What follows belongs to an exercise in optimizing a design on an open flow for small area and a short achievable clock period; a production flow would make more cautious choices.
The RTL was checked by simulation tests, not by an equivalence proof against the original design.
Power figures rest on the tool's default switching activity, not on a simulated workload.

==> flow/design.v <==
`timescale 1ns/10ps
package decodePkg;
  localparam int dataWidth = 32;
  localparam int regAddrWidth = 4;
  localparam int regCount = 2 ** regAddrWidth;
  localparam int offsetWidth = 12;  
  typedef enum logic [3:0] {
    opAdd   = 4'b0000,
    opAdc   = 4'b0001,
    opSub   = 4'b0010,
    opSbc   = 4'b0011,
    opRsb   = 4'b0100,
    opRsc   = 4'b0101,
    opAnd   = 4'b0110,
    opOrr   = 4'b0111,
    opEor   = 4'b1000,
    opPassA = 4'b1001,  
    opMov   = 4'b1010,
    opMvn   = 4'b1011,
    opBic   = 4'b1100
  } aluOpT;
  localparam logic [3:0] dpAnd = 4'b0000;
  localparam logic [3:0] dpEor = 4'b0001;
  localparam logic [3:0] dpSub = 4'b0010;
  localparam logic [3:0] dpRsb = 4'b0011;
  localparam logic [3:0] dpAdd = 4'b0100;
  localparam logic [3:0] dpAdc = 4'b0101;
  localparam logic [3:0] dpSbc = 4'b0110;
  localparam logic [3:0] dpRsc = 4'b0111;
  localparam logic [3:0] dpOrr = 4'b1100;
  localparam logic [3:0] dpMov = 4'b1101;
  localparam logic [3:0] dpBic = 4'b1110;
  localparam logic [3:0] dpMvn = 4'b1111;
  typedef enum logic [1:0] {
    amRotImm   = 2'b00,
    amReg      = 2'b01,
    amImm12    = 2'b10,
    amShiftReg = 2'b11
  } addrModeT;
  typedef enum logic [1:0] {
    fwdNone = 2'b00,  
    fwdWb   = 2'b01,
    fwdEx   = 2'b10,
    fwdMem  = 2'b11
  } fwdSelT;
  typedef enum logic [2:0] {
    clsDpShift = 3'b000,
    clsDpImm   = 3'b001,
    clsLsImm   = 3'b010,
    clsLsReg   = 3'b011
  } instrClassT;
  typedef struct packed {
    logic [3:0] cond;
    instrClassT instrClass;
    logic [3:0] opcode;
    logic sBit;
    logic [regAddrWidth-1:0] rn;
    logic [regAddrWidth-1:0] rd;
    logic [offsetWidth-1:0] operand2;
  } dataProcT;
  typedef struct packed {
    logic [3:0] cond;
    instrClassT instrClass;
    logic pBit;
    logic uBit;  
    logic bBit;  
    logic wBit;
    logic lBit;  
    logic [regAddrWidth-1:0] rn;
    logic [regAddrWidth-1:0] rd;
    logic [offsetWidth-1:0] offset12;
  } loadStoreT;
  typedef union packed {
    dataProcT dataProc;
    loadStoreT loadStore;
  } instrWordT;
endpackage
`timescale 1ns/10ps
module controlDecoder (
  input logic [decodePkg::dataWidth-1:0] instr,
  output logic [3:0] aluOp,
  output logic [1:0] addrMode,
  output logic setFlags,
  output logic loadInstr,
  output logic rfEnable,
  output logic memSize,  
  output logic memWrite,
  output logic memEnable
);
  decodePkg::instrWordT instrWord;
  decodePkg::aluOpT dpAluOp;
  logic dpDefined;
  assign instrWord = instr;
  always_comb begin
    dpDefined = 1'b1;
    case (instrWord.dataProc.opcode)
      decodePkg::dpAnd: dpAluOp = decodePkg::opAnd;
      decodePkg::dpEor: dpAluOp = decodePkg::opEor;
      decodePkg::dpSub: dpAluOp = decodePkg::opSub;
      decodePkg::dpRsb: dpAluOp = decodePkg::opRsb;
      decodePkg::dpAdd: dpAluOp = decodePkg::opAdd;
      decodePkg::dpAdc: dpAluOp = decodePkg::opAdc;
      decodePkg::dpSbc: dpAluOp = decodePkg::opSbc;
      decodePkg::dpRsc: dpAluOp = decodePkg::opRsc;
      decodePkg::dpOrr: dpAluOp = decodePkg::opOrr;
      decodePkg::dpMov: dpAluOp = decodePkg::opMov;
      decodePkg::dpBic: dpAluOp = decodePkg::opBic;
      decodePkg::dpMvn: dpAluOp = decodePkg::opMvn;
      default: begin
        dpAluOp = decodePkg::opPassA;
        dpDefined = 1'b0;  
      end
    endcase
  end
  always_comb begin
    aluOp = decodePkg::opPassA;
    addrMode = decodePkg::amReg;
    setFlags = 1'b0;
    loadInstr = 1'b0;
    rfEnable = 1'b0;
    memSize = 1'b0;
    memWrite = 1'b0;
    memEnable = 1'b0;
    case (instrWord.dataProc.instrClass)
      decodePkg::clsDpShift, decodePkg::clsDpImm: begin
        if (dpDefined) begin
          aluOp = dpAluOp;
          addrMode = (instrWord.dataProc.instrClass == decodePkg::clsDpImm) ? decodePkg::amRotImm : decodePkg::amShiftReg;
          setFlags = instrWord.dataProc.sBit;
          rfEnable = 1'b1;
        end
      end
      decodePkg::clsLsImm, decodePkg::clsLsReg: begin
        aluOp = instrWord.loadStore.uBit ? decodePkg::opAdd : decodePkg::opSub;
        addrMode = (instrWord.loadStore.instrClass == decodePkg::clsLsImm) ? decodePkg::amImm12 : decodePkg::amShiftReg;
        loadInstr = instrWord.loadStore.lBit;
        memWrite = ~instrWord.loadStore.lBit;
        memSize = instrWord.loadStore.bBit;
        memEnable = 1'b1;
        rfEnable = 1'b1;
      end
      default: begin
        aluOp = decodePkg::opPassA;
      end
    endcase
  end
endmodule
`timescale 1ns/10ps
module hazardUnit (
  input logic [3:0] rn,
  input logic [3:0] rd,
  input logic [3:0] rm,
  input logic instrValid,
  input logic [3:0] exRd,
  input logic exRfEnable,
  input logic exLoad,
  input logic [3:0] memRd,
  input logic memRfEnable,
  input logic [3:0] wbRd,
  input logic wbWrite,
  output logic [15:0] decA,  
  output logic [15:0] decB,
  output logic [15:0] decD,
  output logic [2:0] fwdA,  
  output logic [2:0] fwdD,
  output logic fwdAnyA,
  output logic fwdAnyD,
  output logic stall,
  output logic stallInt  
);
  logic exEnN, memEnN, wbEnN, loadIssueN;
  logic neExN, neExD;  
  regDecode u_decA (.r(rn), .dec(decA));
  regDecode u_decB (.r(rm), .dec(decB));
  regDecode u_decD (.r(rd), .dec(decD));
  invg u_exEn (.a(exRfEnable), .y(exEnN));
  invg u_memEn (.a(memRfEnable), .y(memEnN));
  invg u_wbEn (.a(wbWrite), .y(wbEnN));
  fwdSelect u_fwdA (.src(rn), .exRd(exRd), .memRd(memRd), .wbRd(wbRd), .exEnN(exEnN),
                    .memEnN(memEnN), .wbEnN(wbEnN), .neEx(neExN), .sel(fwdA), .any(fwdAnyA));
  fwdSelect u_fwdD (.src(rd), .exRd(exRd), .memRd(memRd), .wbRd(wbRd), .exEnN(exEnN),
                    .memEnN(memEnN), .wbEnN(wbEnN), .neEx(neExD), .sel(fwdD), .any(fwdAnyD));
  logic [3:0] eqStallN, eqStallD;
  logic neStallN, neStallD;
  for (genvar j = 0; j < 4; j++) begin : genStallCmp
    xnor2g u_xn (.a(exRd[j]), .b(rn[j]), .y(eqStallN[j]));
    xnor2g u_xd (.a(exRd[j]), .b(rd[j]), .y(eqStallD[j]));
  end
  nand4g u_neStallN (.a(eqStallN), .y(neStallN));
  nand4g u_neStallD (.a(eqStallD), .y(neStallD));
  nand2g u_loadIssue (.a(instrValid), .b(exLoad), .y(loadIssueN));
  a21oig u_stall (.a1(neStallN), .a2(neStallD), .b1(loadIssueN), .y(stall));
  a21oig u_stallInt (.a1(neExN), .a2(neExD), .b1(loadIssueN), .y(stallInt));
endmodule
module fwdSelect (
  input logic [3:0] src,
  input logic [3:0] exRd,
  input logic [3:0] memRd,
  input logic [3:0] wbRd,
  input logic exEnN,
  input logic memEnN,
  input logic wbEnN,
  output logic neEx,  
  output logic [2:0] sel,  
  output logic any
);
  logic [3:0] eqEx, eqMem, eqWb;
  logic neMem, neWb, hitEx, hitMem, hitWb;
  for (genvar j = 0; j < 4; j++) begin : genCmp
    xnor2g u_ex (.a(exRd[j]), .b(src[j]), .y(eqEx[j]));
    xnor2g u_mem (.a(memRd[j]), .b(src[j]), .y(eqMem[j]));
    xnor2g u_wb (.a(wbRd[j]), .b(src[j]), .y(eqWb[j]));
  end
  nand4g u_neEx (.a(eqEx), .y(neEx));
  nand4g u_neMem (.a(eqMem), .y(neMem));
  nand4g u_neWb (.a(eqWb), .y(neWb));
  nor2g u_hitEx (.a(neEx), .b(exEnN), .y(hitEx));
  nor2g u_hitMem (.a(neMem), .b(memEnN), .y(hitMem));
  nor2g u_hitWb (.a(neWb), .b(wbEnN), .y(hitWb));
  assign sel[2] = hitEx;
  nor3g u_selMem (.a(neMem), .b(memEnN), .c(hitEx), .y(sel[1]));
  nor4g u_selWb (.a(neWb), .b(wbEnN), .c(hitEx), .d(hitMem), .y(sel[0]));
  or3g u_any (.a(hitEx), .b(hitMem), .c(hitWb), .y(any));
endmodule
module regDecode (
  input logic [3:0] r,
  output logic [15:0] dec
);
  logic [3:0] loN, hiN;  
  predecode2 u_lo (.a(r[1:0]), .yN(loN));
  predecode2 u_hi (.a(r[3:2]), .yN(hiN));
  for (genvar i = 0; i < 16; i++) begin : genDec
    nor2g u_dec (.a(loN[i%4]), .b(hiN[i/4]), .y(dec[i]));
  end
endmodule
module predecode2 (
  input logic [1:0] a,
  output logic [3:0] yN
);
  for (genvar k = 0; k < 4; k++) begin : genK
    assign yN[k] = ~(a == k);
  end
endmodule
module xnor2g (
  input logic a,
  input logic b,
  output logic y
);
  assign y = ~(a ^ b);
endmodule
module nand4g (
  input logic [3:0] a,
  output logic y
);
  assign y = ~&a;
endmodule
module invg (
  input logic a,
  output logic y
);
  assign y = ~a;
endmodule
module nor2g (
  input logic a,
  input logic b,
  output logic y
);
  assign y = ~(a | b);
endmodule
module nor3g (
  input logic a,
  input logic b,
  input logic c,
  output logic y
);
  assign y = ~(a | b | c);
endmodule
module nor4g (
  input logic a,
  input logic b,
  input logic c,
  input logic d,
  output logic y
);
  assign y = ~(a | b | c | d);
endmodule
module or3g (
  input logic a,
  input logic b,
  input logic c,
  output logic y
);
  assign y = a | b | c;
endmodule
module a21oig (
  input logic a1,
  input logic a2,
  input logic b1,
  output logic y
);
  assign y = ~((a1 & a2) | b1);
endmodule
`timescale 1ns/10ps
module registerFile (
  input logic [511:0] regBits,  
  input logic [15:0] decA,
  input logic [15:0] decB,
  input logic [15:0] decD,
  input logic [2:0] fwdA,  
  input logic [2:0] fwdD,
  input logic fwdAnyA,
  input logic fwdAnyD,
  input logic [31:0] wrData,
  input logic [31:0] exResult,
  input logic [31:0] memResult,
  output logic [31:0] rdDataA,
  output logic [31:0] rdDataB,
  output logic [31:0] rdDataD
);
  for (genvar b = 0; b < 32; b++) begin : genBits
    logic [15:0] col;
    logic [2:0] fwdData;
    logic [5:0] gA, gD, gB;
    logic allA, allD, fwdNA, fwdND, wbNA, wbND;
    for (genvar i = 0; i < 16; i++) begin : genCol
      assign col[i] = regBits[32*i+b];
    end
    assign fwdData = {exResult[b], memResult[b], wrData[b]};
    for (genvar k = 0; k < 5; k++) begin : genGroups
      aoi222 u_a (.a(decA[3*k+2:3*k]), .b(col[3*k+2:3*k]), .y(gA[k]));
      aoi222 u_d (.a(decD[3*k+2:3*k]), .b(col[3*k+2:3*k]), .y(gD[k]));
      aoi222 u_b (.a(decB[3*k+2:3*k]), .b(col[3*k+2:3*k]), .y(gB[k]));
    end
    nand2g u_a5 (.a(decA[15]), .b(col[15]), .y(gA[5]));
    nand2g u_d5 (.a(decD[15]), .b(col[15]), .y(gD[5]));
    nand2g u_b5 (.a(decB[15]), .b(col[15]), .y(gB[5]));
    allHigh6 u_allA (.g(gA), .y(allA));
    allHigh6 u_allD (.g(gD), .y(allD));
    anyLow6 u_ob (.g(gB), .y(rdDataB[b]));
    aoi22 u_fa (.a(fwdA[2:1]), .b(fwdData[2:1]), .y(fwdNA));
    aoi22 u_fd (.a(fwdD[2:1]), .b(fwdData[2:1]), .y(fwdND));
    nand2g u_wa (.a(fwdA[0]), .b(fwdData[0]), .y(wbNA));
    nand2g u_wd (.a(fwdD[0]), .b(fwdData[0]), .y(wbND));
    o211aig u_oa (.a1(allA), .a2(fwdAnyA), .b1(fwdNA), .c1(wbNA), .y(rdDataA[b]));
    o211aig u_od (.a1(allD), .a2(fwdAnyD), .b1(fwdND), .c1(wbND), .y(rdDataD[b]));
  end
endmodule
module aoi222 (
  input logic [2:0] a,
  input logic [2:0] b,
  output logic y
);
  assign y = ~|(a & b);
endmodule
module nand2g (
  input logic a,
  input logic b,
  output logic y
);
  assign y = ~(a & b);
endmodule
module anyLow6 (
  input logic [5:0] g,
  output logic y
);
  assign y = ~&g;
endmodule
module allHigh6 (
  input logic [5:0] g,
  output logic y
);
  assign y = &g;
endmodule
module aoi22 (
  input logic [1:0] a,
  input logic [1:0] b,
  output logic y
);
  assign y = ~|(a & b);
endmodule
module o211aig (
  input logic a1,
  input logic a2,
  input logic b1,
  input logic c1,
  output logic y
);
  assign y = ~((a1 | a2) & b1 & c1);
endmodule
`timescale 1ns/10ps
module issueRegister (
  input logic reset,
  input logic [3:0] ctrlAluOp,
  input logic [1:0] ctrlAddrMode,
  input logic ctrlSetFlags,
  input logic ctrlLoadInstr,
  input logic ctrlRfEnable,
  input logic ctrlMemSize,
  input logic ctrlMemWrite,
  input logic ctrlMemEnable,
  input logic instrValid,
  input logic stall,
  output logic nextValid,
  output logic [3:0] nextAluOp,
  output logic [1:0] nextAddrMode,
  output logic nextSetFlags,
  output logic nextLoad,
  output logic nextRfEnable,
  output logic nextMemSize,
  output logic nextMemWrite,
  output logic nextMemEnable
);
  always_comb begin
    if (reset || !instrValid || stall) begin
      nextValid = 1'b0;
      nextAluOp = decodePkg::opPassA;
      nextAddrMode = decodePkg::amReg;
      nextSetFlags = 1'b0;
      nextLoad = 1'b0;
      nextRfEnable = 1'b0;
      nextMemSize = 1'b0;
      nextMemWrite = 1'b0;
      nextMemEnable = 1'b0;
    end else begin
      nextValid = 1'b1;
      nextAluOp = ctrlAluOp;
      nextAddrMode = ctrlAddrMode;
      nextSetFlags = ctrlSetFlags;
      nextLoad = ctrlLoadInstr;
      nextRfEnable = ctrlRfEnable;
      nextMemSize = ctrlMemSize;
      nextMemWrite = ctrlMemWrite;
      nextMemEnable = ctrlMemEnable;
    end
  end
endmodule
`timescale 1ns/10ps
module decodeStage (
  input logic Clk,
  input logic reset,
  input logic [31:0] instr,
  input logic instrValid,
  input logic [3:0] exRd,
  input logic exRfEnable,
  input logic exLoad,
  input logic [31:0] exResult,
  input logic [3:0] memRd,
  input logic memRfEnable,
  input logic [31:0] memResult,
  input logic [3:0] wbRd,
  input logic wbWrite,
  input logic [31:0] wbData,
  output logic stall,
  output logic issueValid,
  output logic [3:0] issueAluOp,
  output logic [1:0] issueAddrMode,
  output logic issueSetFlags,
  output logic issueLoad,
  output logic issueRfEnable,
  output logic issueMemSize,
  output logic issueMemWrite,
  output logic issueMemEnable,
  output logic [31:0] issueOpA,
  output logic [31:0] issueOpB,
  output logic [31:0] issueOpD,
  output logic [3:0] issueRd,
  output logic [11:0] issueImm12
);
  logic [31:0] regs [16];  
  logic [511:0] regBits;
  logic [15:0] decA;
  logic [15:0] decB;
  logic [15:0] decD;
  logic [2:0] fwdA;
  logic [2:0] fwdD;
  logic fwdAnyA;
  logic fwdAnyD;
  logic [31:0] opA;
  logic [31:0] opB;
  logic [31:0] opD;
  logic [3:0] ctrlAluOp;
  logic [1:0] ctrlAddrMode;
  logic ctrlSetFlags;
  logic ctrlLoadInstr;
  logic ctrlRfEnable;
  logic ctrlMemSize;
  logic ctrlMemWrite;
  logic ctrlMemEnable;
  logic stallInt;
  logic nextValid;
  logic [3:0] nextAluOp;
  logic [1:0] nextAddrMode;
  logic nextSetFlags;
  logic nextLoad;
  logic nextRfEnable;
  logic nextMemSize;
  logic nextMemWrite;
  logic nextMemEnable;
  controlDecoder u_controlDecoder (
    .instr     (instr),
    .aluOp     (ctrlAluOp),
    .addrMode  (ctrlAddrMode),
    .setFlags  (ctrlSetFlags),
    .loadInstr (ctrlLoadInstr),
    .rfEnable  (ctrlRfEnable),
    .memSize   (ctrlMemSize),
    .memWrite  (ctrlMemWrite),
    .memEnable (ctrlMemEnable)
  );
  hazardUnit u_hazardUnit (
    .rn          (instr[19:16]),
    .rd          (instr[15:12]),
    .rm          (instr[3:0]),
    .instrValid  (instrValid),
    .exRd        (exRd),
    .exRfEnable  (exRfEnable),
    .exLoad      (exLoad),
    .memRd       (memRd),
    .memRfEnable (memRfEnable),
    .wbRd        (wbRd),
    .wbWrite     (wbWrite),
    .decA        (decA),
    .decB        (decB),
    .decD        (decD),
    .fwdA        (fwdA),
    .fwdD        (fwdD),
    .fwdAnyA     (fwdAnyA),
    .fwdAnyD     (fwdAnyD),
    .stall       (stall),
    .stallInt    (stallInt)
  );
  for (genvar i = 0; i < 16; i++) begin : genRegs
    always_ff @(posedge Clk) begin
      if (wbWrite && (wbRd == i)) begin
        regs[i] <= wbData;
      end
    end
    assign regBits[32*i +: 32] = regs[i];
  end
  registerFile u_registerFile (
    .regBits   (regBits),
    .decA      (decA),
    .decB      (decB),
    .decD      (decD),
    .fwdA      (fwdA),
    .fwdD      (fwdD),
    .fwdAnyA   (fwdAnyA),
    .fwdAnyD   (fwdAnyD),
    .wrData    (wbData),
    .exResult  (exResult),
    .memResult (memResult),
    .rdDataA   (opA),
    .rdDataB   (opB),
    .rdDataD   (opD)
  );
  issueRegister u_issueRegister (
    .reset         (reset),
    .ctrlAluOp     (ctrlAluOp),
    .ctrlAddrMode  (ctrlAddrMode),
    .ctrlSetFlags  (ctrlSetFlags),
    .ctrlLoadInstr (ctrlLoadInstr),
    .ctrlRfEnable  (ctrlRfEnable),
    .ctrlMemSize   (ctrlMemSize),
    .ctrlMemWrite  (ctrlMemWrite),
    .ctrlMemEnable (ctrlMemEnable),
    .instrValid    (instrValid),
    .stall         (stallInt),
    .nextValid     (nextValid),
    .nextAluOp     (nextAluOp),
    .nextAddrMode  (nextAddrMode),
    .nextSetFlags  (nextSetFlags),
    .nextLoad      (nextLoad),
    .nextRfEnable  (nextRfEnable),
    .nextMemSize   (nextMemSize),
    .nextMemWrite  (nextMemWrite),
    .nextMemEnable (nextMemEnable)
  );
  always_ff @(posedge Clk) begin
    issueValid <= nextValid;
    issueAluOp <= nextAluOp;
    issueAddrMode <= nextAddrMode;
    issueSetFlags <= nextSetFlags;
    issueLoad <= nextLoad;
    issueRfEnable <= nextRfEnable;
    issueMemSize <= nextMemSize;
    issueMemWrite <= nextMemWrite;
    issueMemEnable <= nextMemEnable;
    issueOpA <= opA;
    issueOpB <= opB;
    issueOpD <= opD;
    issueRd <= instr[15:12];
    issueImm12 <= instr[11:0];
  end
endmodule
==> flow/flow/run.sh <==
#!/bin/bash
# Standard layout with two changes: port buffers are buf_1, and the upsized fixed-drive
# gates that synthesis leaves are swapped back to size 1 before floorplanning (high-fanout
# gates start at size 2).
set -euo pipefail
export BUFFER_PORTS_ARGS="-buffer_cell sky130_fd_sc_hd__buf_1"
bash standard.sh synth > synth.log 2>&1
DS_ODB=$PWD/orfs/results/sky130hd/decodeStage/base/1_synth.odb openroad -no_init -exit flow/downsize.tcl > downsize.log 2>&1
bash standard.sh > standard.log 2>&1
==> flow/flow/downsize.tcl <==
# Swap the fixed-drive gates that synthesis upsized back to their smallest size; the layout's
# timing repair sizes the ones on critical paths up again. Then start high-fanout gates at size 2.
set odb_file $::env(DS_ODB)
read_db $odb_file
set db [ord::get_db]
set swaps {
  sky130_fd_sc_hd__a22oi_2 sky130_fd_sc_hd__a22oi_1
  sky130_fd_sc_hd__o211ai_2 sky130_fd_sc_hd__o211ai_1
}
set n 0
foreach inst [[ord::get_db_block] getInsts] {
  set name [[$inst getMaster] getName]
  foreach {from to} $swaps {
    if {$name eq $from} {
      $inst swapMaster [$db findMaster $to]
      incr n
    }
  }
}
puts "downsized $n instances"

# Gates of size 1 that drive four or more loads (the read-address predecodes and decodes)
# start at size 2
set m 0
foreach inst [[ord::get_db_block] getInsts] {
  set name [[$inst getMaster] getName]
  if {[string match *df* $name] || ![regexp {^(.*)_1$} $name -> base]} continue
  set bigger [$db findMaster ${base}_2]
  if {$bigger eq "NULL"} continue
  foreach it [$inst getITerms] {
    if {![$it isOutputSignal] || [$it getNet] eq "NULL"} continue
    if {[llength [[$it getNet] getITerms]] >= 5} {
      $inst swapMaster $bigger
      incr m
      break
    }
  }
}
puts "upsized $m instances"
write_db $odb_file
==> flow/standard.sh <==
#!/bin/bash
# synth_recipe.tcl (not shown) runs the flow's synth.tcl, then flattens the netlist and writes it again
# the make line also repeats each setting of config.mk as NAME=value (left out here)
make -C /OpenROAD-flow-scripts/flow DESIGN_CONFIG=/design/flow/config.mk WORK_HOME=/design/flow/orfs CLKGATE_MAP_FILE= SYNTH_SCRIPT=/design/flow/synth_recipe.tcl "${@:-finish}"
==> flow/config.mk <==
export PLATFORM = sky130hd
export DESIGN_NAME = decodeStage
export DESIGN_NICKNAME = decodeStage
export VERILOG_FILES = /design/flow/design.v
export SDC_FILE = /design/flow/constraint.sdc
export NUM_CORES = 4
export LEC_CHECK = 0
export CAP_MARGIN = 20
export CORE_MARGIN = 2
export CORE_UTILIZATION = 45
export CTS_BUF_LIST = sky130_fd_sc_hd__clkbuf_8
export CTS_CLUSTER_DIAMETER = 60
export CTS_CLUSTER_SIZE = 16
export PLACE_DENSITY = 0.6
export SETUP_SLACK_MARGIN = 1.1
export SLEW_MARGIN = 20
export SYNTH_HIERARCHICAL = 1
==> flow/constraint.sdc <==
create_clock -name core_clock -period 3.0 [get_ports {Clk}]
set_input_delay 0.6000 -clock core_clock [delete_from_list [all_inputs] [get_ports {Clk}]]
set_output_delay 0.6000 -clock core_clock [all_outputs]
set_load 0.01 [all_outputs]
==> notes.md <==
-- through the flow --
step	util	power [mW]
floorplan	-	11.24
detailed placement	0.5148	12.26
global route	0.5490	17.72
finish	0.5490	17.23
global placement	0.5148	12.22
CTS	0.5446	17.15
-- how the worst max path moves through the flow --
| stage | start | cells past startpoint | end | slack, ns |
|---|---|---|---|---|
| 3_3_place_gp | instr[19] | 8 | issueOpA[12] | 0.12 |
| 5_1_grt | instr[14] | 6 | stall | 0.95 |
| 3_5_place_dp | instr[19] | 8 | issueOpA[12] | 0.07 |
| 6_report | instr[19] | 6 | stall | 0.98 |
| 2_1_floorplan | wbRd[3] | 2 | regs[0][0] | 0.67 |
| 4_1_cts | instr[14] | 6 | stall | 1.00 |
-- state kept, by name, summed over array words and instances, names as in the netlist --
| register | count |
|---|---|
| issueAluOp | 4 |
| issueLoad | 1 |
| issueOpD | 32 |
| issueRfEnable | 1 |
| issueSetFlags | 1 |
| issueAddrMode | 2 |
| regs | 512 |
| issueRd | 4 |
| issueOpB | 32 |
| issueOpA | 32 |
| issueMemWrite | 1 |
| issueValid | 1 |
| issueMemEnable | 1 |
| issueImm12 | 12 |
| issueMemSize | 1 |
-- power breakdown --
part           leakage (nW)  switching [mW]  internal (mW)
logic                  4.16            1.43          0.772
registers              5.67           0.167           9.92
clock network         0.583            3.08           1.86
total                  10.4            4.68           12.6
-- routing by layer --
layer / track usage / routed length, um / part of all wire
met1: 0.4790 / 40810 / 0.35
met4: 0.1657 / 5528 / 0.048
met5: 0 / 0 / 0
met2: 0.5526 / 51820 / 0.45
met3: 0.08250 / 17590 / 0.15
-- layout make-up --
type                       instances  area (um^2)
antenna                            1        2.502
clock buffer                      56        770.7
clock inverter                    36        226.5
fill                            4935        27070
inverter                           7        26.28
multi-input combinational       1235         9824
sequential                       637        17880
tap                              782        978.4
timing repair buffer             477         3242
-- repair_timing --
action / in CTS / in global routing
setup endpoints to repair: 88 / 66
hold endpoints to repair: 8 / 0
pin swaps: 27 / 22
cloned: 9 / 1
hold buffers: 8 / 0
gates resized for setup: 73 / 20
buffers inserted: 43 / 18
-- critical path, delay by kind of cell --
kind,cells,cell delay [ns]
xor+xnor,1,0.15
compound gates,1,0.15
simple gates,1,0.15
buf+inv,3,0.36
==> impl_metrics.csv <==
group,metric,value,unit
power,leakagePower,10.42,nW
die,die_y,249.7,um
layout,final_cells,3231,
worst_setup_path,rrSetupSlack,1.40,ns
power,peakVddDrop,301.1,uV
worst_setup_path,path_cells,"buf_6 -> buf_6 -> xnor2_2 -> nand4_1 -> a21oi_2 -> buf_2",
synthesis,syn-cell-area,27160,um^2
die,die_area,62340,um^2
grt,antenna_found_initial,4,
die,ios,273,
timing,tns,0,ns
run_status,status,"timing/DRC/antenna clean",
placed_design,placed_area,30900,um^2
worst_setup_path,critPathArrivalTime,1.42,ns
cts,clock_latency,0.71,ns
drt,via_count,24471,
hold_path,worstHoldEndpoint,"issueImm12[2]",
drt,firstDrtPassIters,15,
layout,design_area,32950,um^2
timing,max-slew-margin-rel,0.4169,
worst_setup_path,reg2reg_depth,4,
worst_setup_path,end_kind,"primary output",
synthesis,yosysWarnings,10,
cts,root_buffer,"clkbuf_8",
worst_setup_path,critPathLaunchType,"input port",
cts,clock-sinks,637,
cts,numCtsBuffers,51,
grt,overflow,0,
worst_setup_path,worstSetupPathType,"input port to primary output",
drt,ant_nets,0,
worst_setup_path,slowest_delay,0.15,ns
timing,fin_crit,2.015,ns
synthesis,syn-num-nets,2030,
worst_setup_path,regToRegEndpoint,"issueOpD[3]",
die,die_w,249.7,um
grt,grt_pass1_wl,162200,um
cts,cts_tree,"done",
worst_setup_path,crit_fanout,4,
synthesis,syn_inst,1878,
placed_design,post-place-ws,0.07125,ns
power,power.density,522.8,nW/um^2
flow_run,maxCapViolations,0,
placed_design,place_inst,3059,
hold_path,min_from,"instr[2]",
die,initial_core_util,0.4525,
cts,htree_levels,2,
timing,fin_hold_ws,0.1305,ns
synthesis,avgSynthCellArea,14.46,um^2
worst_setup_path,timing.critical_path.mode_cell,"buf_6",
timing,report.final.slew_viol_count,0,
layout,layout_common_cells,"edfxtp_1 (512), a222oi_1 (480), buf_1 (251)",
grt,gr-usage-all-layers,0.3570,
layout,syn_to_final_growth,21.31,%
placed_design,routabilityCongestion,0.9457,
die,core,60020,um^2
grt,grt_pass1_vias,23560,
cts,cts_buffer_depth,3,
timing,tightest_slew,0.8737,ns
drt,drt-vias-per-instance,7.574,
timing,setup_violations,0,
placed_design,port_buffers,268,
layout,final_common_cell,"edfxtp_1",
timing,layout_setup_ws,0.9845,ns
hold_path,hold_depth,1,
timing,max_freq,0.4962,GHz
hold_path,hold_path_class,"input port to register",
worst_setup_path,crit_slowest_cell,"xnor2_2",
worst_setup_path,rr_startpoint,"regs[9][3]",
drt,drt-total-wl,115700,um
timing,rsz0062_at_grt,"yes",
timing,final_hold_viol_count,0,
timing,clock-skew-final,0.02606,ns
timing,period_share,0.6718,
drt,wl_per_cell,35.82,um
drt,drc,0,
worst_setup_path,worstPathRequired,2.40,ns
placed_design,hpwl,68680,um
drt,drt_iter0_markers,6725,
grt,grt_max_degree,33,
cts,clkTransAtPathRegs,0.09,ns
die,row_count,90,
layout,drive_gt1_frac,0.1757,
layout,final_nets,2561,

afterwards: timing with drivers on the ports:
How much do the figures lean on ideal ports? The routed layout below was timed once more, with nothing changed but the port constraints. Step 1: set_driving_cell puts a clkbuf_16 on Clk and a buf_2 on each other input, an assumption about the parent block. Step 2, shift: input delay + t, output delay - t, t = (earliest + latest rising clock arrival at the registers) / 2. This alone moves slack from input paths to output paths. Three values: ideal ports, drivers, drivers and shift; two values: the first two.
t (ns): 0.754
slack for setup (ns): 0.985 / 0.946 / 0.319
worst hold slack (ns): 0.130 / 0.094 / 0.552
worst slew at a driven data input, ns: 0.12
After both steps this run still meets setup and hold. For this run, drivers alone change the setup slack by -0.039 ns; drivers and shift together by -0.666 ns.
